This is an optimization exercise on Yosys and OpenROAD, whose aim is small area and a short achievable clock period, not a production implementation. Power is estimated from default activity; no workload was simulated.

## trial 24
==> module memory_stage, before the edit <==
module memory_stage #(
    parameter int unsigned SPLIT = 16
) (
    input  logic                i_clock,
    input  logic                i_reset,
    input  logic                i_killed,             
    input  cpu_pkg::data_t      i_result,
    input  logic                i_carry,
    input  logic                i_lt_from_sum,
    input  logic [cpu_pkg::DMEM_DEPTH-1:0] i_word_select,    
    input  cpu_pkg::data_t      i_store_data,
    input  logic                i_mem_wr_enable,
    input  cpu_pkg::reg_addr_t  i_reg_wr_addr,
    input  logic                i_reg_wr_enable,
    input  logic                i_load,
    output cpu_pkg::data_t      o_wb_data,
    output cpu_pkg::reg_addr_t  o_wb_reg_addr,
    output logic                o_wb_reg_wr_enable
);
    localparam int unsigned HI = cpu_pkg::DATA_WIDTH - SPLIT;
    logic [cpu_pkg::DMEM_DEPTH-1:0][cpu_pkg::DATA_WIDTH-1:0] dmem;
    cpu_pkg::data_t                 load_data;
    logic [HI-1:0]                  result_hi;
    cpu_pkg::data_t                 result;
    logic                           clear;
    logic                           load_pick;
    cpu_pkg::data_t                 result_pick;
    cpu_pkg::data_t                 wb_data_next;
    assign result_hi = i_result[31:SPLIT] + {{(HI-1){1'b0}}, i_carry};
    assign result    = i_lt_from_sum ? {31'd0, result_hi[HI-1]}
                                     : {result_hi, i_result[SPLIT-1:0]};
    for (genvar b = 0; b < cpu_pkg::DATA_WIDTH; b++) begin : g_read
        logic [21:0] level1;                 
        logic [5:0]  level2;                 
        logic [1:0]  level3;                 
        for (genvar g = 0; g < 21; g++) begin : g_l1
            gate_aoi222 u_aoi (
                .a1 (i_word_select[3*g]),   .a2 (dmem[3*g][b]),
                .b1 (i_word_select[3*g+1]), .b2 (dmem[3*g+1][b]),
                .c1 (i_word_select[3*g+2]), .c2 (dmem[3*g+2][b]),
                .y  (level1[g])
            );
        end
        gate_nand2 u_l1 (.a (i_word_select[63]), .b (dmem[63][b]), .y (level1[21]));
        for (genvar g = 0; g < 5; g++) begin : g_l2
            gate_nand4 u_nand (
                .a (level1[4*g]), .b (level1[4*g+1]), .c (level1[4*g+2]), .d (level1[4*g+3]),
                .y (level2[g])
            );
        end
        gate_nand2 u_l2 (.a (level1[20]), .b (level1[21]), .y (level2[5]));
        gate_nor3 u_l3a (.a (level2[0]), .b (level2[1]), .c (level2[2]), .y (level3[0]));
        gate_nor3 u_l3b (.a (level2[3]), .b (level2[4]), .c (level2[5]), .y (level3[1]));
        gate_nand2 u_l4 (.a (level3[0]), .b (level3[1]), .y (load_data[b]));
    end
    always_ff @(posedge i_clock) begin
        for (int i = 0; i < cpu_pkg::DMEM_DEPTH; i++) begin
            if (i_mem_wr_enable && i_word_select[i]) begin
                dmem[i] <= i_store_data;
            end
        end
    end
    assign clear = i_reset | i_killed;
    assign load_pick   = i_load & ~clear;
    assign result_pick = result & {cpu_pkg::DATA_WIDTH{~i_load & ~clear}};
    for (genvar b = 0; b < cpu_pkg::DATA_WIDTH; b++) begin : g_wb
        gate_ao21 u_pick (
            .a1 (load_data[b]), .a2 (load_pick), .b1 (result_pick[b]),
            .y  (wb_data_next[b])
        );
    end
    always_ff @(posedge i_clock) begin
        o_wb_data <= wb_data_next;
        if (clear) begin
            o_wb_reg_addr      <= '0;
            o_wb_reg_wr_enable <= 1'b0;
        end else begin
            o_wb_reg_addr      <= i_reg_wr_addr;
            o_wb_reg_wr_enable <= i_reg_wr_enable;
        end
    end
endmodule
==> module gate_ao21, before the edit <==
module gate_ao21 (
    input  logic a1, a2, b1,
    output logic y
);
    assign y = (a1 & a2) | b1;
endmodule
Settings: LEC_CHECK=0, CAP_MARGIN=20, CORE_MARGIN=2, CORE_UTILIZATION=40, CTS_CLUSTER_DIAMETER=80, CTS_CLUSTER_SIZE=26, HOLD_SLACK_MARGIN=0, SETUP_SLACK_MARGIN=2.0, SLEW_MARGIN=20, SYNTH_HIERARCHICAL=1; clock period 4.5 ns.
standard.sh (not shown) runs the stock make flow with config.mk's settings and CLKGATE_MAP_FILE= SYNTH_SCRIPT=/design/flow/synth_recipe.tcl, a recipe that flattens the netlist after the stock synthesis.
==> flow/flow/run.sh <==
#!/bin/bash
set -euo pipefail
export BUFFER_PORTS_ARGS="-buffer_cell sky130_fd_sc_hd__buf_2"
bash standard.sh > standard.log 2>&1
The following lists how build 65 was set up differently from trial 24:
--- a/flow/design.v
+++ b/flow/design.v
@@ -1046,5 +1046,9 @@
     logic                           load_pick;
     cpu_pkg::data_t                 result_pick;
-    cpu_pkg::data_t                 wb_data_next;
+    cpu_pkg::data_t                 load_half_a;      
+    cpu_pkg::data_t                 load_half_b;
+    cpu_pkg::data_t                 wb_load_a;        
+    cpu_pkg::data_t                 wb_load_b;
+    cpu_pkg::data_t                 wb_result_n;
     assign result_hi = i_result[31:SPLIT] + {{(HI-1){1'b0}}, i_carry};
     assign result    = i_lt_from_sum ? {31'd0, result_hi[HI-1]}
@@ -1070,7 +1074,8 @@
         end
         gate_nand2 u_l2 (.a (level1[20]), .b (level1[21]), .y (level2[5]));
-        gate_nor3 u_l3a (.a (level2[0]), .b (level2[1]), .c (level2[2]), .y (level3[0]));
-        gate_nor3 u_l3b (.a (level2[3]), .b (level2[4]), .c (level2[5]), .y (level3[1]));
-        gate_nand2 u_l4 (.a (level3[0]), .b (level3[1]), .y (load_data[b]));
+        gate_o31ai u_l3a (.a (level2[0]), .b (level2[1]), .c (level2[2]), .d (load_pick), .y (level3[0]));
+        gate_o31ai u_l3b (.a (level2[3]), .b (level2[4]), .c (level2[5]), .d (load_pick), .y (level3[1]));
+        assign load_half_a[b] = level3[0];
+        assign load_half_b[b] = level3[1];
     end
     always_ff @(posedge i_clock) begin
@@ -1084,12 +1089,8 @@
     assign load_pick   = i_load & ~clear;
     assign result_pick = result & {cpu_pkg::DATA_WIDTH{~i_load & ~clear}};
-    for (genvar b = 0; b < cpu_pkg::DATA_WIDTH; b++) begin : g_wb
-        gate_ao21 u_pick (
-            .a1 (load_data[b]), .a2 (load_pick), .b1 (result_pick[b]),
-            .y  (wb_data_next[b])
-        );
-    end
     always_ff @(posedge i_clock) begin
-        o_wb_data <= wb_data_next;
+        wb_load_a   <= load_half_a;
+        wb_load_b   <= load_half_b;
+        wb_result_n <= ~result_pick;
         if (clear) begin
             o_wb_reg_addr      <= '0;
@@ -1100,4 +1101,7 @@
         end
     end
+    for (genvar b = 0; b < cpu_pkg::DATA_WIDTH; b++) begin : g_wb
+        gate_nand3 u_wb (.a (wb_load_a[b]), .b (wb_load_b[b]), .c (wb_result_n[b]), .y (o_wb_data[b]));
+    end
 endmodule
 `default_nettype wire
@@ -1108,4 +1112,10 @@
     assign y = ~((a1 & a2) | (b1 & b2) | (c1 & c2));
 endmodule
+module gate_o31ai (
+    input  logic a, b, c, d,
+    output logic y
+);
+    assign y = ~((a | b | c) & d);
+endmodule
 module gate_nand4 (
     input  logic a, b, c, d,
@@ -1186,10 +1196,4 @@
     assign y = ~a & b;
 endmodule
-module gate_ao21 (
-    input  logic a1, a2, b1,
-    output logic y
-);
-    assign y = (a1 & a2) | b1;
-endmodule
 `default_nettype wire
 `timescale 1ns/100ps
## What came out
NOTE: worst-case setup slack after placement in build 65 falls short of that of trial 24
Compared with trial 24, build 65 shows setup slack higher by 0.068 ns.
In the metrics for trial 24 and build 65, the one carrying the higher global routing usage on met2 is trial 24.
In build 65 relative to trial 24, total routed wirelength had gone down by a few percent.
Chip width: lower on trial 24
Total power after layout delta for build 65 relative to trial 24: 0.95% lower
Changes observed in build 65 relative to trial 24: worst supply voltage drop on vdd moved down; detailed-router iteration count before antenna repair down 1; final weighted congestion in routability-driven placement has decreased; global-route usage went down 0.91 points.
Across both runs, area of all placed cells without fillers was lower for build 65 than for trial 24.
Build 65 ends up with a depth of the worst register-to-register path that is 2 lower than in trial 24.
Of trial 24 and build 65, build 65 shows the higher slew at the pin closest to its max-slew limit, with trial 24 below it.
No functional check of the RTL was part of any run of this note.

[afterwards: timing with drivers on the ports]
In the flow no input, the clock included, has a driving cell. The finished layouts below were timed again as built, in two steps.
Step 1 sets driving cells, clkbuf_16 on the clock port and buf_2 on the other inputs (assumed; they add their load-dependent delay and slew).
Step 2 adds t to the input delays and takes it off the output delays; t is the mean of the earliest and latest rising clock arrival at the registers after step 1. Input paths then give back, and output paths get back, about the clock's delay inside the block.
Three values: ideal ports, drivers, drivers and shift; two values: the first two.
run | t, ns | setup slack, ns | latest minus earliest clock arrival (ns)
trial 24 | 0.875 | 1.729 / 1.639 / 0.764 | 0.063 / 0.063
build 65 | 0.853 | 1.798 / 1.653 / 0.801 | 0.045 / 0.045
After both steps setup and hold are still met in every run listed. The setup slack of build 65, which loses most, moves by -0.145 ns with the drivers and by -0.997 ns with both steps.
